What follows belongs to an exercise in optimizing a design on an open flow for small area, a short achievable clock period and few clock cycles; a production flow would make more cautious choices. No functional check of the RTL was part of any run shown here. Power figures rest on the tool's default switching activity, not on a simulated workload.

### flow/config.mk
export PLATFORM = sky130hd
export DESIGN_NAME = riscv_alu
export DESIGN_NICKNAME = riscv_alu
export VERILOG_FILES = /design/flow/design.v
export SDC_FILE = /design/flow/constraint.sdc
export NUM_CORES = 4
export LEC_CHECK = 0
export ABC_AREA = 1
export CAP_MARGIN = 20
export CORE_MARGIN = 2
export CORE_UTILIZATION = 40
export SETUP_SLACK_MARGIN = 2.5
export SLEW_MARGIN = 20
export BUFFER_PORTS_ARGS = -buffer_cell sky130_fd_sc_hd__buf_2
export SETUP_MOVE_SEQUENCE = unbuffer,sizeup,swap
### flow/constraint.sdc
create_clock -name core_clock -period 12.0 [get_ports {clk_i}]
set_input_delay 2.4000 -clock core_clock [delete_from_list [all_inputs] [get_ports {clk_i}]]
set_output_delay 2.4000 -clock core_clock [all_outputs]
set_load 0.01 [all_outputs]
### flow/design.v
`default_nettype none
package riscv_alu_pkg;
	localparam int XLEN = 32;
	function automatic logic [4:0] high_index(input logic [XLEN-1:0] x);
		logic [XLEN-1:0] w;
		w = x;
		for (int k = 4; k >= 0; k--) begin
			high_index[k] = ((w >> (1 << k)) != '0);
			if (high_index[k]) begin
				w = w >> (1 << k);
			end
			w = w & ((XLEN'(1) << (1 << k)) - XLEN'(1));
		end
	endfunction
	function automatic logic [5:0] bit_len(input logic [XLEN-1:0] x);
		bit_len = '0;
		for (int i = 0; i < XLEN; i++) begin
			if (x[i]) bit_len = 6'(i + 1);
		end
	endfunction
	function automatic logic [5:0] first_one(input logic [XLEN-1:0] x);
		first_one = 6'd32;
		for (int i = XLEN - 1; i >= 0; i--) begin
			if (x[i]) first_one = 6'(i);
		end
	endfunction
endpackage
`default_nettype wire
`timescale 1ns/10ps
`default_nettype none
module riscv_alu_arith (
	input  logic [6:0]  op_i,
	input  logic [31:0] a_i,
	input  logic [31:0] b_i,
	input  logic [31:0] x_i,
	input  logic [31:0] y_i,
	input  logic        inv_i,
	input  logic        cin_i,
	output logic [31:0] sum_o,
	output logic        cout_o,
	output logic [31:0] p_o,           
	output logic [31:0] g_o,           
	output logic        cmp_o,
	output logic        take_a_o       
);
	logic [31:0] yi;
	logic [31:0] p;
	logic [31:0] g;
	logic [31:0] gc;                   
	logic        ltu;
	logic        lt;
	logic        eq;
	assign yi = y_i ^ {32{inv_i}};
	assign p  = x_i ^ yi;
	assign g  = x_i & yi;
	always_comb begin
		logic [31:0] gt;
		logic [31:0] pt;
		logic [31:0] gn;
		logic [31:0] pn;
		gt = g;
		pt = p;
		gt[0] = g[0] | (p[0] & cin_i);
		for (int d = 1; d < 32; d = d * 2) begin
			gn = gt;
			pn = pt;
			for (int i = 0; i < 32; i++) begin
				if ((i / d) % 2 == 1) begin
					gn[i] = gt[i] | (pt[i] & gt[(i / d) * d - 1]);
					pn[i] = pt[i] & pt[(i / d) * d - 1];
				end
			end
			gt = gn;
			pt = pn;
		end
		gc = gt;
	end
	assign sum_o  = p ^ {gc[30:0], cin_i};
	assign cout_o = gc[31];
	assign p_o    = p;
	assign g_o    = g;
	assign ltu = ~gc[31];
	assign lt  = op_i[0] ? ltu : (ltu ^ a_i[31] ^ b_i[31]);
	assign eq  = &p;
	always_comb begin
		case (op_i[3:1])
			3'b000, 3'b001: cmp_o = lt;
			3'b010, 3'b011: cmp_o = lt | eq;
			3'b100:         cmp_o = ~(lt | eq);
			3'b101:         cmp_o = ~lt;
			default:        cmp_o = eq ^ op_i[0];
		endcase
	end
	assign take_a_o = lt ^ op_i[1];
endmodule
`default_nettype wire
`timescale 1ns/10ps
`default_nettype none
module riscv_alu_shifter (
	input  logic [6:0]  op_i,
	input  logic [31:0] a_i,
	input  logic [4:0]  amt_i,
	output logic [31:0] result_o
);
	logic        shift_left;
	logic        shift_arith;
	logic        rotate;
	logic [4:0]  r;
	logic [31:0] rot;
	logic [31:0] keep;
	logic        fill;
	assign shift_left  = ~op_i[4] & op_i[1] & op_i[0];
	assign shift_arith = ~op_i[4] & ~op_i[1] & ~op_i[0];
	assign rotate      = op_i[4] | (op_i[1] & ~op_i[0]);
	always_comb begin
		for (int i = 0; i < 5; i++) begin
			r[i] = amt_i[i] ^ (shift_left & ((amt_i & 5'((1 << i) - 1)) != 5'd0));
		end
	end
	always_comb begin
		rot = a_i;
		for (int k = 0; k < 5; k++) begin
			if (r[k]) begin
				rot = (rot >> (1 << k)) | (rot << (32 - (1 << k)));
			end
		end
	end
	always_comb begin
		for (int i = 0; i < 32; i++) begin
			keep[i] = rotate | (shift_left ? (5'(i) >= amt_i) : (5'(31 - i) >= amt_i));
		end
	end
	assign fill     = shift_arith & a_i[31];
	assign result_o = (rot & keep) | ({32{fill}} & ~keep);
endmodule
`default_nettype wire
`timescale 1ns/10ps
`default_nettype none
module riscv_alu_bit_count (
	input  logic [6:0]  op_i,
	input  logic [31:0] a_i,
	output logic [5:0]  count_o,
	output logic [5:0]  a_len_o,
	output logic [4:0]  a_hi_o,        
	output logic        a_top_o,
	output logic        a_inv_o
);
	logic [5:0]  popcnt;
	logic        inv;
	logic [31:0] x;
	logic        fl1;
	logic [4:0]  hi;
	logic [5:0]  ff1;
	logic        a_zero;
	logic pc_1, pc_2, pc_3, pc_4, pc_5, pc_6, pc_7, pc_8, pc_9, pc_10, pc_11, pc_12, pc_13, pc_14, pc_15, pc_16, pc_17, pc_18, pc_19, pc_20, pc_21, pc_22, pc_23, pc_24, pc_25, pc_26, pc_27, pc_28, pc_29, pc_30, pc_31, pc_32, pc_33, pc_34, pc_35, pc_36, pc_37, pc_38, pc_39, pc_40, pc_41, pc_42, pc_43, pc_44, pc_45, pc_46, pc_47, pc_48, pc_49, pc_50, pc_51, pc_52, pc_53, pc_54, pc_55, pc_56, pc_57, pc_58;
	assign pc_1 = a_i[0] ^ a_i[1] ^ a_i[2];
	assign pc_2 = (a_i[0] & a_i[1]) | (a_i[0] & a_i[2]) | (a_i[1] & a_i[2]);
	assign pc_3 = a_i[3] ^ a_i[4] ^ a_i[5];
	assign pc_4 = (a_i[3] & a_i[4]) | (a_i[3] & a_i[5]) | (a_i[4] & a_i[5]);
	assign pc_5 = a_i[6] ^ a_i[7] ^ a_i[8];
	assign pc_6 = (a_i[6] & a_i[7]) | (a_i[6] & a_i[8]) | (a_i[7] & a_i[8]);
	assign pc_7 = a_i[9] ^ a_i[10] ^ a_i[11];
	assign pc_8 = (a_i[9] & a_i[10]) | (a_i[9] & a_i[11]) | (a_i[10] & a_i[11]);
	assign pc_9 = a_i[12] ^ a_i[13] ^ a_i[14];
	assign pc_10 = (a_i[12] & a_i[13]) | (a_i[12] & a_i[14]) | (a_i[13] & a_i[14]);
	assign pc_11 = a_i[15] ^ a_i[16] ^ a_i[17];
	assign pc_12 = (a_i[15] & a_i[16]) | (a_i[15] & a_i[17]) | (a_i[16] & a_i[17]);
	assign pc_13 = a_i[18] ^ a_i[19] ^ a_i[20];
	assign pc_14 = (a_i[18] & a_i[19]) | (a_i[18] & a_i[20]) | (a_i[19] & a_i[20]);
	assign pc_15 = a_i[21] ^ a_i[22] ^ a_i[23];
	assign pc_16 = (a_i[21] & a_i[22]) | (a_i[21] & a_i[23]) | (a_i[22] & a_i[23]);
	assign pc_17 = a_i[24] ^ a_i[25] ^ a_i[26];
	assign pc_18 = (a_i[24] & a_i[25]) | (a_i[24] & a_i[26]) | (a_i[25] & a_i[26]);
	assign pc_19 = a_i[27] ^ a_i[28] ^ a_i[29];
	assign pc_20 = (a_i[27] & a_i[28]) | (a_i[27] & a_i[29]) | (a_i[28] & a_i[29]);
	assign pc_21 = a_i[30] ^ a_i[31];
	assign pc_22 = a_i[30] & a_i[31];
	assign pc_23 = pc_1 ^ pc_3 ^ pc_5;
	assign pc_24 = (pc_1 & pc_3) | (pc_1 & pc_5) | (pc_3 & pc_5);
	assign pc_25 = pc_7 ^ pc_9 ^ pc_11;
	assign pc_26 = (pc_7 & pc_9) | (pc_7 & pc_11) | (pc_9 & pc_11);
	assign pc_27 = pc_13 ^ pc_15 ^ pc_17;
	assign pc_28 = (pc_13 & pc_15) | (pc_13 & pc_17) | (pc_15 & pc_17);
	assign pc_29 = pc_19 ^ pc_21;
	assign pc_30 = pc_19 & pc_21;
	assign pc_31 = pc_2 ^ pc_4 ^ pc_6;
	assign pc_32 = (pc_2 & pc_4) | (pc_2 & pc_6) | (pc_4 & pc_6);
	assign pc_33 = pc_8 ^ pc_10 ^ pc_12;
	assign pc_34 = (pc_8 & pc_10) | (pc_8 & pc_12) | (pc_10 & pc_12);
	assign pc_35 = pc_14 ^ pc_16 ^ pc_18;
	assign pc_36 = (pc_14 & pc_16) | (pc_14 & pc_18) | (pc_16 & pc_18);
	assign pc_37 = pc_20 ^ pc_22;
	assign pc_38 = pc_20 & pc_22;
	assign pc_39 = pc_23 ^ pc_25 ^ pc_27;
	assign pc_40 = (pc_23 & pc_25) | (pc_23 & pc_27) | (pc_25 & pc_27);
	assign pc_41 = pc_24 ^ pc_26 ^ pc_28;
	assign pc_42 = (pc_24 & pc_26) | (pc_24 & pc_28) | (pc_26 & pc_28);
	assign pc_43 = pc_30 ^ pc_31 ^ pc_33;
	assign pc_44 = (pc_30 & pc_31) | (pc_30 & pc_33) | (pc_31 & pc_33);
	assign pc_45 = pc_35 ^ pc_37;
	assign pc_46 = pc_35 & pc_37;
	assign pc_47 = pc_32 ^ pc_34 ^ pc_36;
	assign pc_48 = (pc_32 & pc_34) | (pc_32 & pc_36) | (pc_34 & pc_36);
	assign pc_49 = pc_40 ^ pc_41 ^ pc_43;
	assign pc_50 = (pc_40 & pc_41) | (pc_40 & pc_43) | (pc_41 & pc_43);
	assign pc_51 = pc_42 ^ pc_44 ^ pc_46;
	assign pc_52 = (pc_42 & pc_44) | (pc_42 & pc_46) | (pc_44 & pc_46);
	assign pc_53 = pc_47 ^ pc_38;
	assign pc_54 = pc_47 & pc_38;
	assign pc_55 = pc_50 ^ pc_51 ^ pc_53;
	assign pc_56 = (pc_50 & pc_51) | (pc_50 & pc_53) | (pc_51 & pc_53);
	assign pc_57 = pc_52 ^ pc_54 ^ pc_48;
	assign pc_58 = (pc_52 & pc_54) | (pc_52 & pc_48) | (pc_54 & pc_48);
	assign popcnt = {1'b0 , pc_58 , pc_56 , pc_55 , pc_49 , pc_39} + {1'b0 , 1'b0 , pc_57 , 1'b0 , pc_45 , pc_29};
	assign inv    = a_i[31] & op_i[0] & ~(op_i[2] & op_i[1]);
	assign x      = a_i ^ {32{inv}};
	assign fl1    = op_i[2] & op_i[1] & op_i[0];
	assign hi     = riscv_alu_pkg::high_index(fl1 ? a_i : {x[30:0], 1'b1});
	assign ff1    = riscv_alu_pkg::first_one(a_i);
	assign a_zero = ~|a_i;
	assign a_len_o = x[31] ? 6'd32 : ({1'b0, hi} + 6'(inv));
	assign a_hi_o  = hi;
	assign a_top_o = x[31];
	assign a_inv_o = inv;
	always_comb begin
		case (op_i[1:0])
			2'b00:   count_o = popcnt;
			2'b01:   count_o = a_zero ? 6'd0 : {1'b0, ~hi};
			2'b10:   count_o = ff1;
			default: count_o = a_zero ? 6'd32 : {1'b0, hi};
		endcase
	end
endmodule
`default_nettype wire
`timescale 1ns/10ps
`default_nettype none
module riscv_alu_div (
	input  logic        clk_i,
	input  logic        rst_n_i,
	input  logic        req_i,         
	input  logic        ex_ready_i,
	input  logic [6:0]  op_i,
	input  logic [31:0] a_i,
	input  logic [31:0] b_i,
	input  logic [5:0]  a_len_i,       
	input  logic [4:0]  a_hi_i,        
	input  logic        a_top_i,
	input  logic        a_inv_i,
	input  logic [31:0] rot_i,         
	input  logic [31:0] sum_i,         
	input  logic        cout_i,
	output logic [4:0]  rot_amt_o,
	output logic        align_o,
	output logic [31:0] dvd_o,
	output logic        busy_o,
	output logic        done_o,
	output logic [31:0] p_o,           
	output logic [31:0] mag_o,         
	output logic        neg_b_o,
	output logic        neg_res_o,
	output logic        b_zero_o,
	output logic        ready_o
);
	logic        sgn;
	logic        neg_a;
	logic        neg_b;
	logic        b_zero;
	logic [5:0]  b_len;
	logic [31:0] y;
	logic [4:0]  b_hi;
	logic        hi_lt;
	logic        hi_next;
	logic        fast;
	logic [5:0]  span;
	logic [31:0] top_mask;
	logic        start;
	logic        last;
	logic        align_q;
	logic        busy_q;
	logic        done_q;
	logic [4:0]  cnt_q;
	logic [31:0] rem_q;
	logic [31:0] dvd_q;
	logic [31:0] p;
	logic        q;
	logic        neg_res;
	assign sgn    = op_i[0];
	assign neg_a  = sgn & a_i[31];
	assign neg_b  = sgn & b_i[31];
	assign b_zero = ~|b_i;
	assign y      = b_i ^ {32{neg_b}};
	assign b_hi   = riscv_alu_pkg::high_index({y[30:0], 1'b1});
	assign b_len  = y[31] ? 6'd32 : {1'b0, b_hi};
	always_comb begin
		hi_next = 1'b1;
		for (int i = 0; i < 5; i++) begin
			hi_next = hi_next & ((a_hi_i[i] ^ b_hi[i]) ==
				((a_hi_i & 5'((1 << i) - 1)) == 5'((1 << i) - 1)));
		end
	end
	assign hi_lt = (a_hi_i < b_hi) & ~(a_inv_i & hi_next);
	assign fast  = b_zero | (~a_top_i & (y[31] | hi_lt));
	assign span = a_len_i - b_len + 6'd1;
	assign rot_amt_o = cnt_q;
	always_comb begin
		for (int i = 0; i < 32; i++) begin
			top_mask[i] = (cnt_q == 5'd0) || ((6'(i) + {1'b0, cnt_q}) >= 6'd32);
		end
	end
	assign start = req_i & ~fast & ~align_q & ~busy_q & ~done_q;
	assign last  = busy_q & (cnt_q == 5'd1);
	always_ff @(posedge clk_i or negedge rst_n_i) begin
		if (!rst_n_i) begin
			align_q <= 1'b0;
			busy_q  <= 1'b0;
			done_q  <= 1'b0;
		end else begin
			align_q <= start;
			if (align_q) begin
				busy_q <= 1'b1;
			end else if (last) begin
				busy_q <= 1'b0;
			end
			if (last) begin
				done_q <= 1'b1;
			end else if (ex_ready_i) begin
				done_q <= 1'b0;
			end
		end
	end
	assign p = {rem_q[30:0], dvd_q[31]};
	assign q = rem_q[31] | cout_i;
	always_ff @(posedge clk_i) begin
		if (busy_q) begin
			rem_q <= q ? sum_i : p;
			dvd_q <= {dvd_q[30:0], q};
			cnt_q <= cnt_q - 5'd1;
		end else if (align_q) begin
			rem_q <= rot_i & ~top_mask;
			dvd_q <= rot_i & top_mask;
		end else if (!done_q) begin
			dvd_q     <= sum_i;
			cnt_q     <= (span[5] ? 5'd0 : span[4:0]);
		end
	end
	assign p_o     = p;
	assign mag_o   = op_i[1] ? rem_q : dvd_q;
	assign neg_res = sgn & a_i[31] & (op_i[1] | ~b_i[31]) | neg_b & ~op_i[1] & ~a_i[31];
	assign b_zero_o = b_zero;
	assign ready_o   = done_q | (~busy_q & ~align_q & ~(req_i & ~fast));
	assign align_o   = align_q;
	assign dvd_o     = dvd_q;
	assign busy_o    = busy_q;
	assign done_o    = done_q;
	assign neg_b_o   = neg_b;
	assign neg_res_o = neg_res;
endmodule
`default_nettype wire
`timescale 1ns/10ps
`default_nettype none
module riscv_alu (
	input  logic                           clk_i,
	input  logic                           rst_n_i,
	input  logic                           enable_i,
	input  logic [6:0]                     operator_i,
	input  logic [31:0]                    operand_a_i,
	input  logic [31:0]                    operand_b_i,
	input  logic                           ex_ready_i,
	output logic [31:0]                    result_o,
	output logic                           comparison_result_o,
	output logic                           ready_o
);
	logic [6:0]  op;
	logic [31:0] a;
	logic [31:0] b;
	logic        g_cmp;
	logic        g_minmax;
	logic        g_and;
	logic        g_addsub;
	logic        g_shift;
	logic        g_or;
	logic        g_xor;
	logic        g_div;
	logic        g_count;
	logic        sub;
	logic        neg_a;
	logic [31:0] add_x;
	logic [31:0] add_y;
	logic        dv;
	logic        div_inv;
	logic        add_inv;
	logic        add_cin;
	logic [31:0] sum;
	logic        cout;
	logic [31:0] prop;
	logic [31:0] gen;
	logic        cmp;
	logic        take_a;
	logic        div_b_zero;
	logic        sel_a;
	logic        sel_b;
	logic        sel_sum;
	logic        sel_ones;
	logic [31:0] shift_in;
	logic [4:0]  shift_amt;
	logic [31:0] shift_result;
	logic [5:0]  count;
	logic [5:0]  a_len;
	logic [4:0]  a_hi;
	logic        a_top;
	logic        a_inv;
	logic [4:0]  rot_amt;
	logic        div_align;
	logic [31:0] div_dvd;
	logic        div_busy;
	logic        div_done;
	logic [31:0] div_p;
	logic [31:0] div_mag;
	logic        div_neg_b;
	logic        div_neg_res;
	logic        div_ready;
	assign op = operator_i;
	assign a  = operand_a_i;
	assign b  = operand_b_i;
	assign g_cmp    = ~op[5] & ~op[4];
	assign g_minmax = ~op[5] &  op[4] & ~op[3] & ~op[2];
	assign g_and    = ~op[5] &  op[4] & ~op[3] &  op[2];
	assign g_addsub = ~op[5] &  op[4] &  op[3];
	assign g_shift  =  op[5] & ~op[4] & ~op[3];
	assign g_or     =  op[5] & ~op[4] &  op[3] & ~op[0];
	assign g_xor    =  op[5] & ~op[4] &  op[3] &  op[0];
	assign g_div    =  op[5] &  op[4] & ~op[2];
	assign g_count  =  op[5] &  op[4] &  op[2];
	assign sub   = ~op[5] & (~op[4] | (~op[3] & ~op[2]) | (op[3] & op[0]));
	assign neg_a = op[0] & a[31];
	assign dv    = op[5] & op[4];
	assign add_x = dv ? (div_busy ? div_p : 32'b0) : a;
	assign add_y = dv ? (div_done ? div_mag : (div_busy ? b : a)) : b;
	always_comb begin
		if (div_busy) begin
			div_inv = ~div_neg_b;
		end else if (div_done) begin
			div_inv = div_neg_res;
		end else begin
			div_inv = neg_a;
		end
	end
	assign add_inv = dv ? div_inv : sub;
	assign add_cin = add_inv;
	riscv_alu_arith arith_i (
		.op_i(op), .a_i(a), .b_i(b), .x_i(add_x), .y_i(add_y), .inv_i(add_inv),
		.cin_i(add_cin), .sum_o(sum), .cout_o(cout), .p_o(prop), .g_o(gen), .cmp_o(cmp),
		.take_a_o(take_a)
	);
	assign shift_in  = div_align ? div_dvd : a;
	assign shift_amt = div_align ? rot_amt : b[4:0];
	riscv_alu_shifter shifter_i (
		.op_i(op), .a_i(shift_in), .amt_i(shift_amt), .result_o(shift_result)
	);
	riscv_alu_bit_count bit_count_i (
		.op_i(op), .a_i(a), .count_o(count), .a_len_o(a_len), .a_hi_o(a_hi),
		.a_top_o(a_top), .a_inv_o(a_inv)
	);
	riscv_alu_div div_i (
		.clk_i(clk_i), .rst_n_i(rst_n_i), .req_i(enable_i & g_div), .ex_ready_i(ex_ready_i),
		.op_i(op), .a_i(a), .b_i(b), .a_len_i(a_len), .a_hi_i(a_hi), .a_top_i(a_top), .a_inv_i(a_inv), .rot_i(shift_result),
		.sum_i(sum), .cout_i(cout), .rot_amt_o(rot_amt), .align_o(div_align), .dvd_o(div_dvd), .busy_o(div_busy),
		.done_o(div_done), .p_o(div_p), .mag_o(div_mag), .neg_b_o(div_neg_b), .neg_res_o(div_neg_res),
		.b_zero_o(div_b_zero), .ready_o(div_ready)
	);
	assign sel_a    = (g_minmax & take_a) | (g_div & ~div_done & op[1]);
	assign sel_b    = g_minmax & ~take_a;
	assign sel_sum  = g_addsub | (g_div & div_done);
	assign sel_ones = g_div & ~div_done & ~op[1] & div_b_zero;
	assign result_o =
		({32{g_cmp}}    & {31'b0, cmp}) |
		({32{sel_a}}    & a) |
		({32{sel_b}}    & b) |
		({32{g_and | g_or}} & gen) |
		({32{g_or | g_xor}} & prop) |
		({32{sel_sum}}  & sum) |
		({32{g_shift}}  & shift_result) |
		{32{sel_ones}} |
		({32{g_count}}  & {26'b0, count});
	assign comparison_result_o = cmp;
	assign ready_o = div_ready;
endmodule
`default_nettype wire
### flow/flow/run.sh
#!/bin/bash
# The standard layout, with the port buffers that buffer_ports inserts
# chosen as buf_2 instead of its default pick (a slow delay buffer), and
# timing repair by sizing and pin swaps only.
set -e
echo 'export BUFFER_PORTS_ARGS = -buffer_cell sky130_fd_sc_hd__buf_2' >> config.mk
echo 'export SETUP_MOVE_SEQUENCE = unbuffer,sizeup,swap' >> config.mk
bash standard.sh > standard.log 2>&1
### flow/standard.sh
#!/bin/bash
# synth_recipe.tcl (not shown) runs the flow's synth.tcl, then flattens the netlist and writes it again
# the make line also repeats each setting of config.mk as NAME=value (left out here)
make -C /OpenROAD-flow-scripts/flow DESIGN_CONFIG=/design/flow/config.mk WORK_HOME=/design/flow/orfs CLKGATE_MAP_FILE= SYNTH_SCRIPT=/design/flow/synth_recipe.tcl "${@:-finish}"
==> parameters.txt, run 1 <==
Parameter                              Value

Run status
  Run status    finished clean

Setup path
  Kind of end point of the critical path    output port
  Dominant cell type by count on the critical path    nand2_2
  Worst path buffer plus inverter count    4
  Crit path max-delay cell type    nand2_8
  Setup slack of the worst register-to-register path    5440 ps
  Crit start category    primary input
  Required time of the worst setup path    9600 ps
  Capture instance of the worst register-to-register path    div_i.rem_q[4]
  Crit-path max FO    28
  Crit path kind    primary input to output port
  Timing startpoint of the critical path    operator_i[0]
  FF-to-FF path depth    24
  Critical Path AT    7140 ps
  Largest delay share family, worst path    simple AND/OR/NAND/NOR gates
  Worst r2r src    div_i.busy_q
  Maximum single-stage delay on the critical path    approximately 340 ps

Global routing
  Remaining global-route overflow    0
  Gr busiest metal    met2
  GRT Total Usage    0.398
  Number of antenna violations at the first check in global routing    2
  First-pass GRT wire length    between 100000 and 150000 um
  Met1 global-route usage    0.543
  Global routing usage on met2    0.564
  Number of global-route vias before repair    17300
  Met3 capacity usage during global routing    0.0961
  Largest net degree at the start of global routing    65

Timing
  Slew headroom    0.229
  Setup repair after global routing missed its margin    true
  Final hold vios    0
  Final period utilization    0.795
  Slew at the pin closest to its max-slew limit    between 1000 and 1500 ps
  Final-report setup violation count    0
  Max Clock Skew    7.95 ps
  Max-slew violations    0
  FMAX    roughly 100 MHz
  Shortest clock period the worst path allows after layout    ~9500 ps
  Setup_tns    0 ps
  Worst path setup slack after routing    between 2000 and 2500 ps

Clock tree
  TritonCTS clock tree    done
  Cell at the root of the clock tree    clkbuf_16
  Clock edge transition at the registers on the reported setup and hold paths    70 ps
  Total number of H-tree levels    3
  Count of hold buffers inserted by post-cts repair    0
  Maximum number of buffers from clock root to sink    2
  Clock latency of the later-clocked register in the worst-skew pair    360 ps
  Cts bufs inserted    9
  Num Clock Sinks    72
  Post-CTS setup repair buffer count    0

Worst hold path
  Source of the worst hold timing path    div_i.dvd_q[27]
  Hold Crit Depth    2
  Hold Path Class    flip-flop to flip-flop
  Endpoint, Worst Hold    div_i.dvd_q[28]

Layout
  Area used by sequential logic in the layout    roughly 2100 um^2
  Final core utilization    0.458
  Nets    between 2000 and 3000
  Fraction of layout cells with a size suffix above 1    0.131
  Non-Filler Instances    about 3000
  Relative area change from synthesis to final layout    13.8%
  Filler cell count    a little over 4000
  Area of the multi-input gates    between 10000 and 15000 um^2

Floorplan
  Area inside the core boundary    37400 um^2
  Horizontal extent of the die    about 200 um
  Initial core utilization    0.403
  I/O pin count    about 110
  Die area    about 40000 um^2
  Rows    slightly above 70
  Die Y-Extent    198 um

Placed design
  Cells after DPL    about 3100
  Detail Placement HPWL    about 62000 um
  Weighted congestion reported at the end of routability-driven placement    ~1.0
  Buffers added on ports    roughly 110
  Pre-CTS WS    around 1200 ps

Job
  Max capacitance violation total    0

Detailed routing
  DR iter-0 viols    3017
  Wire per inst    approximately 26 um
  Vias per std cell    ~6.3
  Count of vias placed by the detailed router    19200
  Detailed Route WL    between 70000 and 80000 um
  First-pass DRT Iterations    8
  DRC errors left    0
  Detail Route Antenna Nets    0

Logic synthesis
  Sequential share of the synthesized area    0.142
  Synthesized cell area    15100 um^2
  Share of async-settable or async-resettable flops after synthesis    0.0417
  Cell count after synthesis    between 2000 and 3000
  Number of unique standard cell types used by synthesis    60
  Ys flop type    edfxtp_1
  Total number of yosys warnings    5
  Number of synthesized register bits    roughly 70
  Nets in the synthesized netlist    2702
  EDFF count, synth    69
  Post-Syn Area per Cell    5.95 um^2

Power and ir drop
  Total power divided by cell area    190 nW/um^2
  Leakage    7.81 nW
  Worst voltage drop across the vdd grid    between 200 and 250 uV
stage by stage:
| step | hold slack [ps] | total power [W] | cell area [um^2] |
|---|---|---|---|
| after floorplan | 556 | 0.00201 | 15100 |
| after global placement | 575 | 0.00272 | 16000 |
| after detailed placement | 589 | 0.00274 | 16000 |
| after CTS | 602 | 0.00311 | 16700 |
| after global routing | 637 | 0.00345 | 17100 |
| final | 612 | 0.00325 | 17100 |
sequential cells by signal (all words and copies together), names as in the netlist:
register and count:
div_i.dvd_q 32, div_i.done_q 1, div_i.busy_q 1, div_i.align_q 1
div_i.rem_q 32, div_i.cnt_q 5
power by group:
group          switching, W  internal, W  leakage [nW]
clock              0.000125     0.000188         0.153
combinational       0.00160     0.000734          6.90
sequential         0.000113     0.000496         0.751
worst reg2reg max path, stage by stage (launching register included):
cell	delay, ps
dfrtp_2	860
inv_1	430
buf_4	400
o211ai_1	460
nand2_8	340
xnor2_4	290
fa_2	410
nand3_1	110
nand2_2	120
a21oi_2	160
nand2_2	110
nand2_2	80
nand2_2	70
inv_2	90
o21ai_4	90
a31oi_4	260
o21bai_4	120
nor2_1	100
buf_4	330
inv_1	470
nand2_1	180
buf_4	440
nand2_1	120
o21ai_0	100
o31ai_1	110
final cells by class:
cell class,count,area share
repair buffers,148,0.0577
inverters,305,0.0698
diodes,1,0.000146
multi-input cells,2018,0.691
flip-flops and latches,72,0.125
clock inverters,5,0.00467
well taps,511,0.0373
clock buffers,11,0.0142
layout by cell type (no fill, tap or decap), types with 15 or more instances in the layout:
| cell type | instances |
|---|---|
| nand2_1 | 701 |
| o21ai_0 | 355 |
| inv_1 | 270 |
| nor2_1 | 134 |
| nand3_1 | 127 |
| buf_2 | 101 |
| a21oi_1 | 95 |
| edfxtp_1 | 69 |
| ha_1 | 61 |
| xor2_1 | 50 |
| nand2_2 | 41 |
| a22oi_1 | 39 |
| o221ai_1 | 37 |
| buf_4 | 34 |
| o21ai_1 | 33 |
| o31ai_1 | 32 |
| fa_1 | 30 |
| xnor2_1 | 26 |
| o2111ai_1 | 19 |
| o211ai_1 | 18 |
| inv_2 | 16 |
| nor3_1 | 15 |
cell families after synthesis:
kind of cell,count (synthesis),synth area share
and+or+nand+nor,1098,0.305
AOI/OAI and AO/OA,729,0.288
buffers and inverters,441,0.114
adders and majority gates,96,0.0951
xor gates and xnor gates,87,0.0506
DFF,72,0.142
muxes,8,0.00531
synth_stat cells (all sizes together) (2+ instances only):
| cell | number | share of area |
|---|---|---|
| mux2i | 8 | 0.0053 |
| a21o | 3 | 0.0015 |
| o211ai | 18 | 0.0090 |
| o22ai | 7 | 0.0029 |
| ha | 65 | 0.054 |
| a21boi | 3 | 0.0015 |
| a22o | 9 | 0.0052 |
| clkinv | 9 | 0.0022 |
| buf | 29 | 0.011 |
| a211oi | 4 | 0.0020 |
| a22oi | 44 | 0.022 |
| a21oi | 101 | 0.034 |
| o221ai | 38 | 0.022 |
| nand4 | 13 | 0.0054 |
| nor2 | 149 | 0.042 |
| fa | 31 | 0.041 |
| nor4 | 12 | 0.0050 |
| o2111ai | 21 | 0.012 |
| o21bai | 8 | 0.0040 |
| dfrtp | 3 | 0.0050 |
| a31oi | 11 | 0.0050 |
| nand2 | 759 | 0.19 |
| a32o | 2 | 0.0013 |
| a221oi | 14 | 0.0081 |
| o31ai | 34 | 0.017 |
| or2 | 5 | 0.0021 |
| nor3 | 18 | 0.0060 |
| nand3 | 136 | 0.047 |
| clkbuf | 107 | 0.027 |
| o311ai | 4 | 0.0023 |
| inv | 296 | 0.074 |
| edfxtp | 69 | 0.14 |
| and2 | 2 | 0.00083 |
| o21ai | 400 | 0.13 |
| xnor2 | 31 | 0.018 |
| xor2 | 56 | 0.033 |
| nand3b | 2 | 0.0010 |
| o21a | 4 | 0.0020 |
per-layer routing:
metal,routed length [um],vias up,part of all wire
met5,12,-,0.00015
met4,5620,2,0.071
met3,10700,274,0.13
met2,31700,1420,0.40
met1,31400,8924,0.40
li1,-,8615,-
worst max-delay path by stage:
| stage | end | slack (ps) | cells past startpoint |
|---|---|---|---|
| after global routing | ready_o | 2320 | 39 |
| after global placement | result_o[15] | 1210 | 26 |
| after detailed placement | result_o[15] | 1210 | 26 |
| final | result_o[11] | 2460 | 29 |
| after CTS | result_o[11] | 2500 | 28 |
| after floorplan | result_o[10] | 2560 | 30 |
repair_timing:
action,4_1_cts,5_1_grt
pin swaps,20,58
gates cloned,0,0
endpoints found under the setup margin,34,33
resized for setup,77,118
hold endpoints to repair,0,0
==> run 2, diff against run 1 <==
--- a/flow/design.v
+++ b/flow/design.v
@@ -250,4 +250,5 @@
 	input  logic [31:0] sum_i,         
 	input  logic        cout_i,
+	input  logic [31:0] abs_a_i,       
 	output logic [4:0]  rot_amt_o,
 	output logic        align_o,
@@ -257,5 +258,5 @@
 	output logic [31:0] p_o,           
 	output logic [31:0] mag_o,         
-	output logic        neg_b_o,
+	output logic        neg_b_o,       
 	output logic        neg_res_o,
 	output logic        b_zero_o,
@@ -279,4 +280,7 @@
 	logic        busy_q;
 	logic        done_q;
+	logic        sel_rem_q;
+	logic        neg_b_q;
+	logic        neg_res_q;
 	logic [4:0]  cnt_q;
 	logic [31:0] rem_q;
@@ -340,10 +344,13 @@
 			dvd_q <= rot_i & top_mask;
 		end else if (!done_q) begin
-			dvd_q     <= sum_i;
+			dvd_q     <= abs_a_i;
 			cnt_q     <= (span[5] ? 5'd0 : span[4:0]);
+			sel_rem_q <= op_i[1];
+			neg_b_q   <= neg_b;
+			neg_res_q <= neg_res;
 		end
 	end
 	assign p_o     = p;
-	assign mag_o   = op_i[1] ? rem_q : dvd_q;
+	assign mag_o   = sel_rem_q ? rem_q : dvd_q;
 	assign neg_res = sgn & a_i[31] & (op_i[1] | ~b_i[31]) | neg_b & ~op_i[1] & ~a_i[31];
 	assign b_zero_o = b_zero;
@@ -353,6 +360,6 @@
 	assign busy_o    = busy_q;
 	assign done_o    = done_q;
-	assign neg_b_o   = neg_b;
-	assign neg_res_o = neg_res;
+	assign neg_b_o   = neg_b_q;
+	assign neg_res_o = neg_res_q;
 endmodule
 `default_nettype wire
@@ -389,4 +396,5 @@
 	logic        dv;
 	logic        div_inv;
+	logic [31:0] abs_a;
 	logic        add_inv;
 	logic        add_cin;
@@ -432,20 +440,20 @@
 	assign g_div    =  op[5] &  op[4] & ~op[2];
 	assign g_count  =  op[5] &  op[4] &  op[2];
-	assign sub   = ~op[5] & (~op[4] | (~op[3] & ~op[2]) | (op[3] & op[0]));
-	assign neg_a = op[0] & a[31];
-	assign dv    = op[5] & op[4];
-	assign add_x = dv ? (div_busy ? div_p : 32'b0) : a;
-	assign add_y = dv ? (div_done ? div_mag : (div_busy ? b : a)) : b;
+	assign sub     = ~op[5] & (~op[4] | (~op[3] & ~op[2]) | (op[3] & op[0]));
+	assign neg_a   = op[0] & a[31];
+	assign dv      = op[5] & op[4];
+	assign add_x   = div_busy ? div_p : (div_done ? 32'b0 : a);
+	assign add_y   = div_done ? div_mag : b;
+	assign div_inv = div_busy ? ~div_neg_b : div_neg_res;
+	assign add_inv = dv ? div_inv : sub;
+	assign add_cin = add_inv;
 	always_comb begin
-		if (div_busy) begin
-			div_inv = ~div_neg_b;
-		end else if (div_done) begin
-			div_inv = div_neg_res;
-		end else begin
-			div_inv = neg_a;
+		logic below;
+		below = 1'b0;
+		for (int i = 0; i < 32; i++) begin
+			abs_a[i] = a[i] ^ (neg_a & below);
+			below    = below | a[i];
 		end
 	end
-	assign add_inv = dv ? div_inv : sub;
-	assign add_cin = add_inv;
 	riscv_alu_arith arith_i (
 		.op_i(op), .a_i(a), .b_i(b), .x_i(add_x), .y_i(add_y), .inv_i(add_inv),
@@ -465,5 +473,5 @@
 		.clk_i(clk_i), .rst_n_i(rst_n_i), .req_i(enable_i & g_div), .ex_ready_i(ex_ready_i),
 		.op_i(op), .a_i(a), .b_i(b), .a_len_i(a_len), .a_hi_i(a_hi), .a_top_i(a_top), .a_inv_i(a_inv), .rot_i(shift_result),
-		.sum_i(sum), .cout_i(cout), .rot_amt_o(rot_amt), .align_o(div_align), .dvd_o(div_dvd), .busy_o(div_busy),
+		.sum_i(sum), .cout_i(cout), .abs_a_i(abs_a), .rot_amt_o(rot_amt), .align_o(div_align), .dvd_o(div_dvd), .busy_o(div_busy),
 		.done_o(div_done), .p_o(div_p), .mag_o(div_mag), .neg_b_o(div_neg_b), .neg_res_o(div_neg_res),
 		.b_zero_o(div_b_zero), .ready_o(div_ready)
==> run 2 against run 1 <==
  * Utilization grew 1.2 points
  * Still clean on timing, DRC and antenna
  * Critical endpoint is now result_o[5]
  * Global-route usage grew 0.46 points
  * Combinational power grew about 30%
  * Sequential power grew 4.8%
==> parameters.txt, run 2 <==
Parameter                              Value

Run status
  Run status    finished clean (unchanged)

Power and ir drop
  Clock power frac    0.084 (was 0.096)
  Internal portion of total power    0.00172 W (was 0.00142 W)
  Worst voltage drop across the vdd grid    200 uV (was 241 uV)
  Total power    0.00399 W (was 0.00325 W)
  Total power divided by cell area    225 nW/um^2 (was 190 nW/um^2)
  Sw power    0.00227 W (was 0.00184 W)
  Share of total power in combinational logic    0.756 (was 0.717)
  Leakage    7.71 nW (was 7.81 nW)
  Relative contribution of sequential cells to total power    0.160 (was 0.187)
  Switching share of total power    0.569 (was 0.564)

Floorplan
  Initial core utilization    0.407 (was 0.403)
  I/O pin count    109 (unchanged)
  Die Y-Extent    200 um (was 198 um)
  Rows    71 (unchanged)
  Area inside the core boundary    37800 um^2 (was 37400 um^2)
  Horizontal extent of the die    200 um (was 198 um)
  Die area    40000 um^2 (was 39200 um^2)

Detailed routing
  Detailed Route WL    80800 um (was 79500 um)
  DR iter-0 viols    2471 (was 3017)
  Count of vias placed by the detailed router    19300 (was 19200)
  DRC errors left    0 (unchanged)
  Vias per std cell    6.21 (was 6.26)
  First-pass DRT Iterations    7 (was 8)
  Detail Route Antenna Nets    0 (unchanged)
  Wire per inst    26.0 um (was 25.9 um)

Timing
  Slew headroom    0.172 (was 0.229)
  Slew at the pin closest to its max-slew limit    1240 ps (was 1140 ps)
  Setup_tns    0 ps (unchanged)
  Shortest clock period the worst path allows after layout    9700 ps (was 9540 ps)
  Final hold vios    0 (unchanged)
  Final-report setup violation count    0 (unchanged)
  Worst path setup slack after routing    2300 ps (was 2460 ps)
  Final period utilization    0.808 (was 0.795)
  Setup repair after global routing missed its margin    true (unchanged)
  Max-slew violations    0 (unchanged)
  Max Clock Skew    15.0 ps (was 7.95 ps)
  FMAX    103 MHz (was 105 MHz)

Global routing
  GRT Total Usage    0.403 (was 0.398)
  Remaining global-route overflow    0 (unchanged)
  First-pass GRT wire length    116000 um (was 114000 um)
  Number of global-route vias before repair    17700 (was 17300)
  Number of antenna violations at the first check in global routing    5 (was 2)
  Largest net degree at the start of global routing    77 (was 65)

Setup path
  Capture instance of the worst register-to-register path    div_i.rem_q[2] (was div_i.rem_q[4])
  Crit start category    primary input (unchanged)
  Crit path max-delay cell type    clkinvlp_4 (was nand2_8)
  Worst r2r src    div_i.busy_q (unchanged)
  Crit path kind    primary input to output port (unchanged)
  Crit-path max FO    33 (was 28)
  Cell breakdown of the critical path    buf_12, clkinvlp_4, nand2_2, nor3b_4, clkbuf_16, xnor2_1, ha_1, inv_1, nor3_1, nand2_2, nand2_4, inv_2, o21ai_4, a21oi_2, buf_6, o21ai_4, xor2_2, nand2_1, nand2_1, nand2_2, o21ai_4, clkinvlp_4, o21ai_1, buf_2
  Largest delay share family, worst path    buffers and inverters (was simple AND/OR/NAND/NOR gates)
  Setup slack of the worst register-to-register path    5910 ps (was 5440 ps)
  Worst path buffer plus inverter count    8 (was 4)
  Timing startpoint of the critical path    operator_i[4] (was operator_i[0])
  Maximum single-stage delay on the critical path    780 ps (was 340 ps)
  Critical Path AT    7300 ps (was 7140 ps)
  WP depth    24 (was 29)
  Kind of end point of the critical path    output port (unchanged)
  Required time of the worst setup path    9600 ps (about the same)
  FF-to-FF path depth    22 (was 24)
  Setup crit end    result_o[5] (was result_o[11])

Logic synthesis
  Ys flop type    edfxtp_1 (unchanged)
  Share of async-settable or async-resettable flops after synthesis    0.0400 (was 0.0417)
  Synth area leader    nand2_1 (unchanged)
  Sequential share of the synthesized area    0.145 (was 0.142)
  Total number of yosys warnings    5 (unchanged)
  Number of synthesized register bits    75 (was 72)
  Post-synth top cells    nand2_1 (679), o21ai_0 (360), inv_1 (230) (was nand2_1 (738), o21ai_0 (371), inv_1 (280))
  Number of unique standard cell types used by synthesis    63 (was 60)
  EDFF count, synth    72 (was 69)
  Synthesized cell area    15400 um^2 (was 15100 um^2)
  Fraction of post-synthesis cell area in the top cell type by area    0.166 (was 0.184)
  Cell count after synthesis    2551 (was 2531)
  Post-Syn Area per Cell    6.03 um^2 (was 5.95 um^2)
  Biggest area contributors in the synthesized netlist    nand2_1 (17%), edfxtp_1 (14%), o21ai_0 (12%) (was nand2_1 (18%), edfxtp_1 (14%), o21ai_0 (12%))
  Nets in the synthesized netlist    2722 (was 2702)
  Cell with the most instances after synthesis    nand2_1 (unchanged)

Worst hold path
  Hold Path Class    flip-flop to flip-flop (unchanged)

Clock tree
  Count of hold buffers inserted by post-cts repair    0 (unchanged)
  Cell at the root of the clock tree    clkbuf_16 (unchanged)
  TritonCTS clock tree    done (unchanged)
  Cts bufs inserted    9 (unchanged)
  Clock edge transition at the registers on the reported setup and hold paths    80 ps (was 70 ps)
  Num Clock Sinks    75 (was 72)
  Maximum number of buffers from clock root to sink    2 (unchanged)
  Clock latency of the later-clocked register in the worst-skew pair    380 ps (was 360 ps)
  Total number of H-tree levels    3 (unchanged)

Placed design
  Detail Placement HPWL    63600 um (was 62000 um)
  Weighted congestion reported at the end of routability-driven placement    1.03 (was 1.02)
  Buffers added on ports    107 (unchanged)
  Pre-CTS WS    1450 ps (was 1210 ps)
  Total placed instance area    16400 um^2 (was 16000 um^2)

Layout
  Final core utilization    0.471 (was 0.458)
  Largest registers    div_i.dvd_q (32), div_i.rem_q (32), div_i.cnt_q (5) (unchanged)
  Most used cells in the layout excluding fill and tap cells    nand2_1 (652), o21ai_0 (339), inv_1 (220) (was nand2_1 (701), o21ai_0 (355), inv_1 (270))
  Fraction of layout cells with a size suffix above 1    0.145 (was 0.131)
  Filler cell count    4066 (was 4091)
  Most common library cell in the layout ignoring fill and taps    nand2_1 (unchanged)
  Nets    2761 (was 2725)
  Final cell area excluding filler cells    17800 um^2 (was 17100 um^2)
  Relative area change from synthesis to final layout    15.5% (was 13.8%)

Job
  Max capacitance violation total    0 (unchanged)
## run 2: changes by cell type after synthesis, moves of 11 or more
cell / before / now
a21oi_1: 99 / 133
o21ai_0: 371 / 360
a22oi_1: 44 / 12
nand2_1: 738 / 679
o221ai_1: 38 / 12
nand3_1: 133 / 156
nor2_1: 140 / 192
clkbuf_1: 107 / 95
xnor2_1: 31 / 45
a31oi_1: 10 / 41
nand3b_1: 2 / 16
o21ai_1: 29 / 10
inv_1: 280 / 230
## run 2: how the worst min path moves through the flow
stage / from / end / cells past startpoint / slack [ps]
floorplan: div_i.dvd_q[29] / div_i.dvd_q[30] / 2 / 550
global placement: div_i.rem_q[9] / div_i.rem_q[10] / 2 / 600
detailed placement: div_i.dvd_q[29] / div_i.dvd_q[30] / 2 / 620
CTS: div_i.rem_q[5] / div_i.rem_q[6] / 2 / 640
global route: div_i.dvd_q[19] / div_i.dvd_q[20] / 2 / 670
finish: div_i.rem_q[5] / div_i.rem_q[6] / 2 / 650
## run 2: area by class of cell
type	instances	area (um^2)	share of cell area
antenna	2	5.00	0.000282
clock buffer	9	225	0.0127
clock inverter	7	116	0.00655
inverter	255	1000	0.0564
multi-input combinational	2081	12400	0.699
sequential	75	2240	0.126
tap	511	639	0.0360
timing repair buffer	168	1110	0.0623
## run 2: metal layers
layer,vias to the layer above,GRT usage,routed length (um)
met2,1212,0.604,34300
met1,9043,0.525,31800
met4,0,0.267,6410
li1,8763,-,-
met3,294,0.0793,8300
met5,-,0,0
## run 2: through the flow
| step | hold slack, ps | cells |
|---|---|---|
| after floorplan | 546 | 2551 |
| after global placement | 600 | 3089 |
| after detailed placement | 622 | 3090 |
| after CTS | 642 | 3106 |
| after global routing | 669 | 3106 |
| final | 647 | 3108 |
## run 2: cell families (layout without fill, tap and decap cells)
kind of cell    count (synthesis)  count (layout)  synth area share
buf+inv                       395             439             0.102
other cells                     0               2                 0
fa+ha+maj                      96              96            0.0933
simple gates                 1151            1151             0.321
xor+xnor                      111             111            0.0632
mux                             4               4           0.00269
flops                          75              75             0.145
compound gates                719             719             0.272
## run 2: worst reg2reg max path, stage by stage (launching register included)
cell,delay (ps)
dfrtp_2,400
buf_4,280
nor2_1,640
inv_1,350
buf_4,340
o21ai_0,210
ha_1,320
a21oi_1,230
o21bai_1,90
a21oi_1,220
nand2_4,100
inv_2,70
o21ai_4,60
a21oi_2,150
buf_6,150
o21ai_4,80
nor2_1,380
buf_4,300
clkinv_1,120
nand2_1,910
nand2_1,140
o21ai_0,140
o31ai_1,100
## run 2: power groups by stage
stage	clock network, W	registers [W]	logic (W)
after floorplan	0	0.000571	0.00189
after global placement	0	0.000634	0.00271
after detailed placement	0	0.000635	0.00275
after CTS	0.000333	0.000631	0.00286
after global routing	0.000344	0.000651	0.00324
final	0.000336	0.000638	0.00302
## run 2: timing repair
item                                    4_1_cts  5_1_grt
resized for setup                           108      118
buffers inserted                              0        0
cloned                                        0        0
endpoints found under the setup margin       33       30
pin swaps                                    30       58
==> run 3, diff against run 2 <==
--- a/flow/config.mk
+++ b/flow/config.mk
@@ -10,5 +10,5 @@
 export CORE_MARGIN = 2
 export CORE_UTILIZATION = 40
-export SETUP_SLACK_MARGIN = 2.5
+export SETUP_SLACK_MARGIN = 3
 export SLEW_MARGIN = 20
 export BUFFER_PORTS_ARGS = -buffer_cell sky130_fd_sc_hd__buf_2
==> run 3 against run 2 <==
  * Wire length fell by 0.88%
  * Clock skew shrank 1.4 ps
  * Critical path depth grew 15
  * Register-to-register slack worse by 320 ps
  * Die area did not move
  * Via count rose by 0.25%
  * Largest cell class unchanged
==> parameters.txt, run 3 <==
Parameter                              Value

Run status
  Run status    finished clean (unchanged)

Layout
  Largest registers    div_i.dvd_q (32), div_i.rem_q (32), div_i.cnt_q (5) (unchanged)
  Most used cells in the layout excluding fill and tap cells    nand2_1 (643), o21ai_0 (319), inv_1 (209) (was nand2_1 (652), o21ai_0 (339), inv_1 (220))
  Relative area change from synthesis to final layout    18.2% (was 15.5%)
  Final core utilization    0.481 (was 0.471)
  Most common library cell in the layout ignoring fill and taps    nand2_1 (unchanged)
  Diode insertion count for antenna repair    0 (was 2)
  Fraction of layout cells with a size suffix above 1    0.167 (was 0.145)
  Nets    2757 (was 2761)

Detailed routing
  DR iter-0 viols    2403 (was 2471)
  Vias per std cell    6.24 (was 6.21)
  First-pass DRT Iterations    8 (was 7)
  Detailed Route WL    80100 um (was 80800 um)
  DRC errors left    0 (unchanged)
  Detail Route Antenna Nets    0 (unchanged)
  Count of vias placed by the detailed router    19400 (was 19300)
  Wire per inst    25.8 um (was 26.0 um)

Logic synthesis
  Synthesized-area fraction occupied by xor and xnor cells    0.0632 (unchanged)
  Fraction of post-synthesis cell area in the top cell type by area    0.166 (unchanged)
  Biggest area contributors in the synthesized netlist    nand2_1 (17%), edfxtp_1 (14%), o21ai_0 (12%) (unchanged)
  Post-Syn Area per Cell    6.03 um^2 (unchanged)
  EDFF count, synth    72 (unchanged)
  Sequential share of the synthesized area    0.145 (unchanged)
  Cell count after synthesis    2551 (unchanged)
  Synth Area in Adders    0.0933 (unchanged)
  Synth area leader    nand2_1 (unchanged)
  Area fraction in and, or, nand and nor cells after synthesis    0.321 (unchanged)
  Share of async-settable or async-resettable flops after synthesis    0.0400 (unchanged)
  Number of synthesized register bits    75 (unchanged)
  Fraction of synthesized area in multiplexers    0.00269 (unchanged)
  Ys flop type    edfxtp_1 (unchanged)
  Area fraction in compound gates after synthesis    0.272 (unchanged)
  Nets in the synthesized netlist    2722 (unchanged)
  Number of unique standard cell types used by synthesis    63 (unchanged)
  Total number of yosys warnings    5 (unchanged)
  Cell with the most instances after synthesis    nand2_1 (unchanged)
  Post-synth top cells    nand2_1 (679), o21ai_0 (360), inv_1 (230) (unchanged)
  Dominant combinational cell family by area after synthesis    simple AND/OR/NAND/NOR gates (unchanged)
  Synthesized cell area    15400 um^2 (unchanged)

Placed design
  Weighted congestion reported at the end of routability-driven placement    1.03 (about the same)
  Detail Placement HPWL    62800 um (was 63600 um)
  Buffers added on ports    107 (unchanged)

Timing
  Max Clock Skew    13.6 ps (was 15.0 ps)
  Setup_tns    0 ps (unchanged)
  Final hold vios    0 (unchanged)
  Slew at the pin closest to its max-slew limit    1160 ps (was 1240 ps)
  Final period utilization    0.760 (was 0.808)
  FMAX    110 MHz (was 103 MHz)
  Final-report setup violation count    0 (unchanged)
  Shortest clock period the worst path allows after layout    9120 ps (was 9700 ps)
  Slew headroom    0.217 (was 0.172)
  Max-slew violations    0 (unchanged)
  Setup repair after global routing missed its margin    true (unchanged)

Setup path
  Crit path kind    primary input to output port (unchanged)
  Crit-path max FO    31 (was 33)
  Worst r2r src    div_i.sel_rem_q (was div_i.busy_q)
  Dominant cell type by count on the critical path    nand2_1
  Crit start category    primary input (unchanged)
  Setup crit end    ready_o (was result_o[5])
  Setup slack of the worst register-to-register path    5590 ps (was 5910 ps)
  Kind of end point of the critical path    output port (unchanged)
  FF-to-FF path depth    23 (was 22)
  Required time of the worst setup path    9600 ps (about the same)
  Maximum single-stage delay on the critical path    270 ps (was 780 ps)
  Timing startpoint of the critical path    operator_i[0] (was operator_i[4])
  Largest delay share family, worst path    simple AND/OR/NAND/NOR gates (was buffers and inverters)
  WP depth    39 (was 24)
  Critical Path AT    6720 ps (was 7300 ps)
  Crit path max-delay cell type    nor2_8 (was clkinvlp_4)
  Capture instance of the worst register-to-register path    div_i.rem_q[29] (was div_i.rem_q[2])
  Worst path buffer plus inverter count    5 (was 8)

Clock tree
  Clock edge transition at the registers on the reported setup and hold paths    60 ps (was 80 ps)
  Maximum number of buffers from clock root to sink    2 (unchanged)
  Num Clock Sinks    75 (unchanged)
  Cell at the root of the clock tree    clkbuf_16 (unchanged)
  Clock latency of the later-clocked register in the worst-skew pair    360 ps (was 380 ps)
  Cts bufs inserted    9 (unchanged)
  Post-CTS setup repair buffer count    0 (unchanged)
  TritonCTS clock tree    done (unchanged)
  Total number of H-tree levels    3 (unchanged)

Floorplan
  Horizontal extent of the die    200 um (unchanged)
  Rows    71 (unchanged)
  Die area    40000 um^2 (unchanged)
  Die Y-Extent    200 um (unchanged)
  Initial core utilization    0.407 (unchanged)
  Area inside the core boundary    37800 um^2 (unchanged)
  I/O pin count    109 (unchanged)

Global routing
  GRT Total Usage    0.395 (was 0.403)
  Number of global-route vias before repair    17700 (about the same)
  Remaining global-route overflow    0 (unchanged)
  Number of antenna violations at the first check in global routing    0 (was 5)
  First-pass GRT wire length    115000 um (was 116000 um)
  Largest net degree at the start of global routing    70 (was 77)

Power and ir drop
  Total power divided by cell area    228 nW/um^2 (was 225 nW/um^2)
  Worst voltage drop across the vdd grid    185 uV (was 200 uV)
  Leakage    7.78 nW (was 7.71 nW)

Job
  Max capacitance violation total    0 (unchanged)

Worst hold path
  Hold Path Class    flip-flop to flip-flop (unchanged)
  Hold Crit Depth    2 (unchanged)
==> run 3: final cells by class <==
type	instances	area, um^2
inverters	255	1050
well taps	511	639
multi-input cells	2081	12800
fillers	4036	19600
clock buffers	11	233
repair buffers	164	1140
clock inverters	5	101
flip-flops and latches	75	2240
==> run 3: kinds of logic after synthesis <==
| group | count (synthesis) |
|---|---|
| compound gates | 719 |
| fa+ha+maj | 96 |
| xor+xnor | 111 |
| mux | 4 |
| simple gates | 1151 |
| buf+inv | 395 |
| flops | 75 |
==> run 3: report_power, final <==
part           leakage, nW  switching, W  internal [W]
logic                 6.86       0.00209       0.00109
clock network        0.157      0.000127      0.000203
registers            0.764      0.000137      0.000509
==> run 3: worst register-to-register path: cells and delay by family (launching register included) <==
kind	cells	cell delay, ps
AOI/OAI and AO/OA	7	1210
adders and majority gates	1	420
buffers and inverters	5	1380
DFF	1	330
muxes	1	400
and+or+nand+nor	9	2380
==> run 3: worst min-delay path by stage <==
stage                    startpoint         endpoint
finish               div_i.dvd_q[3]   div_i.dvd_q[4]
floorplan           div_i.dvd_q[29]  div_i.dvd_q[30]
detailed placement   div_i.dvd_q[3]   div_i.dvd_q[4]
global route         div_i.dvd_q[3]   div_i.dvd_q[4]
global placement    div_i.dvd_q[29]  div_i.dvd_q[30]
CTS                  div_i.dvd_q[3]   div_i.dvd_q[4]
==> run 3: timing repair <==
| item | CTS | global route |
|---|---|---|
| pin swaps | 68 | 71 |
| hold buffers | 0 | 0 |
| resized for setup | 186 | 162 |
| cloned | 0 | 0 |
| setup endpoints to repair | 34 | 33 |
==> run 3: metal layers <==
layer	part of all wire	global-route usage
met5	0	0
met4	0.083	0.275
met3	0.10	0.0859
met2	0.43	0.596
met1	0.38	0.503
==> run 3: through the flow <==
| step | setup WS, ps | std cells | area [um^2] | total power [W] | hold WS (ps) |
|---|---|---|---|---|---|
| floorplan | 3210 | 2551 | 15400 | 0.00246 | 546 |
| global placement | 1520 | 3086 | 16400 | 0.00333 | 594 |
| detailed placement | 1480 | 3086 | 16400 | 0.00337 | 615 |
| CTS | 2930 | 3102 | 17500 | 0.00386 | 631 |
| global route | 2630 | 3102 | 18200 | 0.00440 | 652 |
| finish | 2880 | 3102 | 18200 | 0.00415 | 631 |
==> run 4, diff against run 3 <==
--- a/flow/config.mk
+++ b/flow/config.mk
@@ -10,5 +10,5 @@
 export CORE_MARGIN = 2
 export CORE_UTILIZATION = 40
-export SETUP_SLACK_MARGIN = 3
+export SETUP_SLACK_MARGIN = 2
 export SLEW_MARGIN = 20
 export BUFFER_PORTS_ARGS = -buffer_cell sky130_fd_sc_hd__buf_2
==> run 4 against run 3 <==
  * Die area stayed put
  * Maximum frequency decreased by 7.8%
  * Final cell count grew 0.13%
  * Clock-buffer cell count down 2
  * Critical path type unchanged
  * Highest routed layer is now met5
  * Synthesized area did not move
  * Global-route usage grew 0.63 points
  * Still clean on timing, DRC and antenna
==> parameters.txt, run 4 <==
Parameter                              Value

Run status
  Run status    finished clean (unchanged)

Global routing
  First-pass GRT wire length    116000 um (was 115000 um)
  Remaining global-route overflow    0 (unchanged)
  Number of global-route vias before repair    17700 (about the same)
  Number of antenna violations at the first check in global routing    4 (was 0)
  GRT Total Usage    0.401 (was 0.395)
  Largest net degree at the start of global routing    77 (was 70)

Logic synthesis
  Share of async-settable or async-resettable flops after synthesis    0.0400 (unchanged)
  EDFF count, synth    72 (unchanged)
  Post-synth top cells    nand2_1 (679), o21ai_0 (360), inv_1 (230) (unchanged)
  Cell count after synthesis    2551 (unchanged)
  Ys flop type    edfxtp_1 (unchanged)
  Synth area leader    nand2_1 (unchanged)
  Number of synthesized register bits    75 (unchanged)
  Total number of yosys warnings    5 (unchanged)
  Fraction of post-synthesis cell area in the top cell type by area    0.166 (unchanged)
  Post-Syn Area per Cell    6.03 um^2 (unchanged)
  Biggest area contributors in the synthesized netlist    nand2_1 (17%), edfxtp_1 (14%), o21ai_0 (12%) (unchanged)
  Synthesized cell area    15400 um^2 (unchanged)
  Sequential share of the synthesized area    0.145 (unchanged)
  Cell with the most instances after synthesis    nand2_1 (unchanged)
  Nets in the synthesized netlist    2722 (unchanged)
  Number of unique standard cell types used by synthesis    63 (unchanged)

Clock tree
  Total number of H-tree levels    3 (unchanged)
  Cell at the root of the clock tree    clkbuf_16 (unchanged)
  Clock edge transition at the registers on the reported setup and hold paths    80 ps (was 60 ps)
  Maximum number of buffers from clock root to sink    2 (unchanged)
  TritonCTS clock tree    done (unchanged)
  Count of hold buffers inserted by post-cts repair    0 (unchanged)
  Num Clock Sinks    75 (unchanged)
  Cts bufs inserted    9 (unchanged)
  Clock latency of the later-clocked register in the worst-skew pair    370 ps (was 360 ps)

Setup path
  Required time of the worst setup path    9600 ps (about the same)
  Kind of end point of the critical path    output port (unchanged)
  Critical Path AT    7490 ps (was 6720 ps)
  Crit-path max FO    6 (was 31)
  Crit start category    primary input (unchanged)
  Crit path kind    primary input to output port (unchanged)
  Setup slack of the worst register-to-register path    5820 ps (was 5590 ps)

Timing
  Setup repair after global routing missed its margin    true (unchanged)
  Shortest clock period the worst path allows after layout    9890 ps (was 9120 ps)
  FMAX    101 MHz (was 110 MHz)
  Worst path setup slack after routing    2110 ps (was 2880 ps)
  Final period utilization    0.824 (was 0.760)
  Final hold vios    0 (unchanged)
  Max-slew violations    0 (unchanged)
  Max Clock Skew    14.3 ps (was 13.6 ps)
  Slew at the pin closest to its max-slew limit    1240 ps (was 1160 ps)
  Slew headroom    0.174 (was 0.217)
  Final-report setup violation count    0 (unchanged)
  Setup_tns    0 ps (unchanged)

Detailed routing
  Detail Route Antenna Nets    0 (unchanged)
  Detailed Route WL    80200 um (was 80100 um)
  First-pass DRT Iterations    6 (was 8)
  DR iter-0 viols    2425 (was 2403)
  Count of vias placed by the detailed router    19200 (was 19400)
  Wire per inst    25.8 um (about the same)
  DRC errors left    0 (unchanged)
  Vias per std cell    6.18 (was 6.24)

Floorplan
  Die Y-Extent    200 um (unchanged)
  Horizontal extent of the die    200 um (unchanged)
  Area inside the core boundary    37800 um^2 (unchanged)
  Die area    40000 um^2 (unchanged)
  Initial core utilization    0.407 (unchanged)
  I/O pin count    109 (unchanged)
  Rows    71 (unchanged)

Layout
  Fraction of layout cells with a size suffix above 1    0.119 (was 0.167)
  Largest registers    div_i.dvd_q (32), div_i.rem_q (32), div_i.cnt_q (5) (unchanged)
  Nets    2761 (was 2757)
  Filler cell count    4147 (was 4036)
  Area used by sequential logic in the layout    2240 um^2 (unchanged)
  Area of the multi-input gates    11900 um^2 (was 12800 um^2)
  Relative area change from synthesis to final layout    11.3% (was 18.2%)
  Most used cells in the layout excluding fill and tap cells    nand2_1 (673), o21ai_0 (342), inv_1 (226) (was nand2_1 (643), o21ai_0 (319), inv_1 (209))
  Diode insertion count for antenna repair    0 (unchanged)
  Most common library cell in the layout ignoring fill and taps    nand2_1 (unchanged)
  Final cell area excluding filler cells    17100 um^2 (was 18200 um^2)

Power and ir drop
  Total power divided by cell area    228 nW/um^2 (about the same)
  Leakage    7.59 nW (was 7.78 nW)
  Total power    0.00390 W (was 0.00415 W)
  Worst voltage drop across the vdd grid    194 uV (was 185 uV)

Placed design
  Detail Placement HPWL    63600 um (was 62800 um)
  Buffers added on ports    107 (unchanged)
  Pre-CTS WS    1450 ps (was 1480 ps)
  Total placed instance area    16400 um^2 (about the same)
  Weighted congestion reported at the end of routability-driven placement    1.03 (about the same)

Job
  Max capacitance violation total    0 (unchanged)

Worst hold path
  Hold Path Class    flip-flop to flip-flop (unchanged)
==> run 4: cell counts after synthesis <==
No cell type changed its count.
==> run 4: cell families after synthesis <==
| kind of cell | after synthesis | synth area share |
|---|---|---|
| AO/OA/AOI/OAI | 719 | 0.272 |
| XOR/XNOR | 111 | 0.0632 |
| adder cells (fa/ha/maj) | 96 | 0.0933 |
| buffers and inverters | 395 | 0.102 |
| flip-flops | 75 | 0.145 |
| multiplexers | 4 | 0.00269 |
| AND/OR/NAND/NOR | 1151 | 0.321 |
==> run 4: worst paths after layout <==
kind | startpoint | to | cells after the start
hold / removal | div_i.rem_q[20] | div_i.rem_q[21] | 2
max in group asynchronous | rst_n_i | div_i.align_q | 1
min in group asynchronous | rst_n_i | div_i.align_q | 1
setup / recovery | operand_a_i[11] | result_o[4] | 17
setup reg to reg | div_i.busy_q | div_i.rem_q[25] | 19
hold reg to reg | div_i.rem_q[20] | div_i.rem_q[21] | 2
==> run 4: critical path, cell delays in order <==
cell	delay (ps)
buf_2	260
clkinvlp_4	370
fa_1	580
fa_1	490
fa_1	520
inv_1	50
fa_1	410
fa_1	430
ha_1	310
inv_1	80
o21ai_0	110
or2_2	290
a31oi_1	190
o21ai_0	260
a221oi_2	370
o221ai_2	160
buf_2	190
==> run 4: final cells by class <==
| class | instances | area share |
|---|---|---|
| Clock buffer | 9 | 0.0132 |
| Clock inverter | 7 | 0.00680 |
| Inverter | 255 | 0.0573 |
| Multi-Input combinational cell | 2081 | 0.694 |
| Sequential cell | 75 | 0.131 |
| Tap cell | 511 | 0.0374 |
| Timing Repair Buffer | 168 | 0.0600 |
==> run 4: layer usage <==
metal / track usage / part of all wire
met5: 0 / 0.00016
met2: 0.602 / 0.42
met4: 0.259 / 0.081
met3: 0.0843 / 0.10
met1: 0.523 / 0.39
==> run 4: power by group <==
group,internal (W),switching (W)
combinational,0.000964,0.00196
sequential,0.000509,0.000127
clock,0.000203,0.000132
total,0.00168,0.00222
==> run 4: what timing repair did <==
item / in CTS / in global routing
pin swaps: 3 / 9
setup endpoints to repair: 27 / 30
buffers inserted: 0 / 0
resized for setup: 39 / 50
==> run 4: per-stage QoR <==
| stage | cells | hold slack (ps) | utilization |
|---|---|---|---|
| floorplan | 2551 | 546 | - |
| global placement | 3089 | 600 | 0.435 |
| detailed placement | 3090 | 622 | 0.435 |
| CTS | 3106 | 642 | 0.448 |
| global route | 3106 | 669 | 0.453 |
| finish | 3106 | 641 | 0.453 |

## separate check: timing with driven ports
No port has a modelled driver above. Below, the same layouts with a new extraction and two added sets of constraints. Step 1, drivers: a clkbuf_16 drives clk_i and a buf_2 each remaining input, both assumed. Step 2, shift: input delay + t, output delay - t, t = (earliest + latest rising clock arrival at the registers) / 2. This alone moves slack from input paths to output paths. a / b / c = ideal / step 1 / step 2; a / b = the first two.
run	shift t [ns]	slack for setup (ns)	worst slew at a driven data input, ns	cell pins on the clock port's net
run 1	0.403	2.463 / 2.372 / 2.372	0.09	1
run 2	0.415	2.302 / 2.239 / 2.239	0.06	1
run 3	0.404	2.880 / 2.817 / 2.817	0.06	1
run 4	0.411	2.111 / 2.086 / 2.086	0.04	1
After both steps setup and hold are still met in every run listed. The setup slack of run 1, which loses most, moves by -0.091 ns with the drivers and by -0.091 ns with both steps.
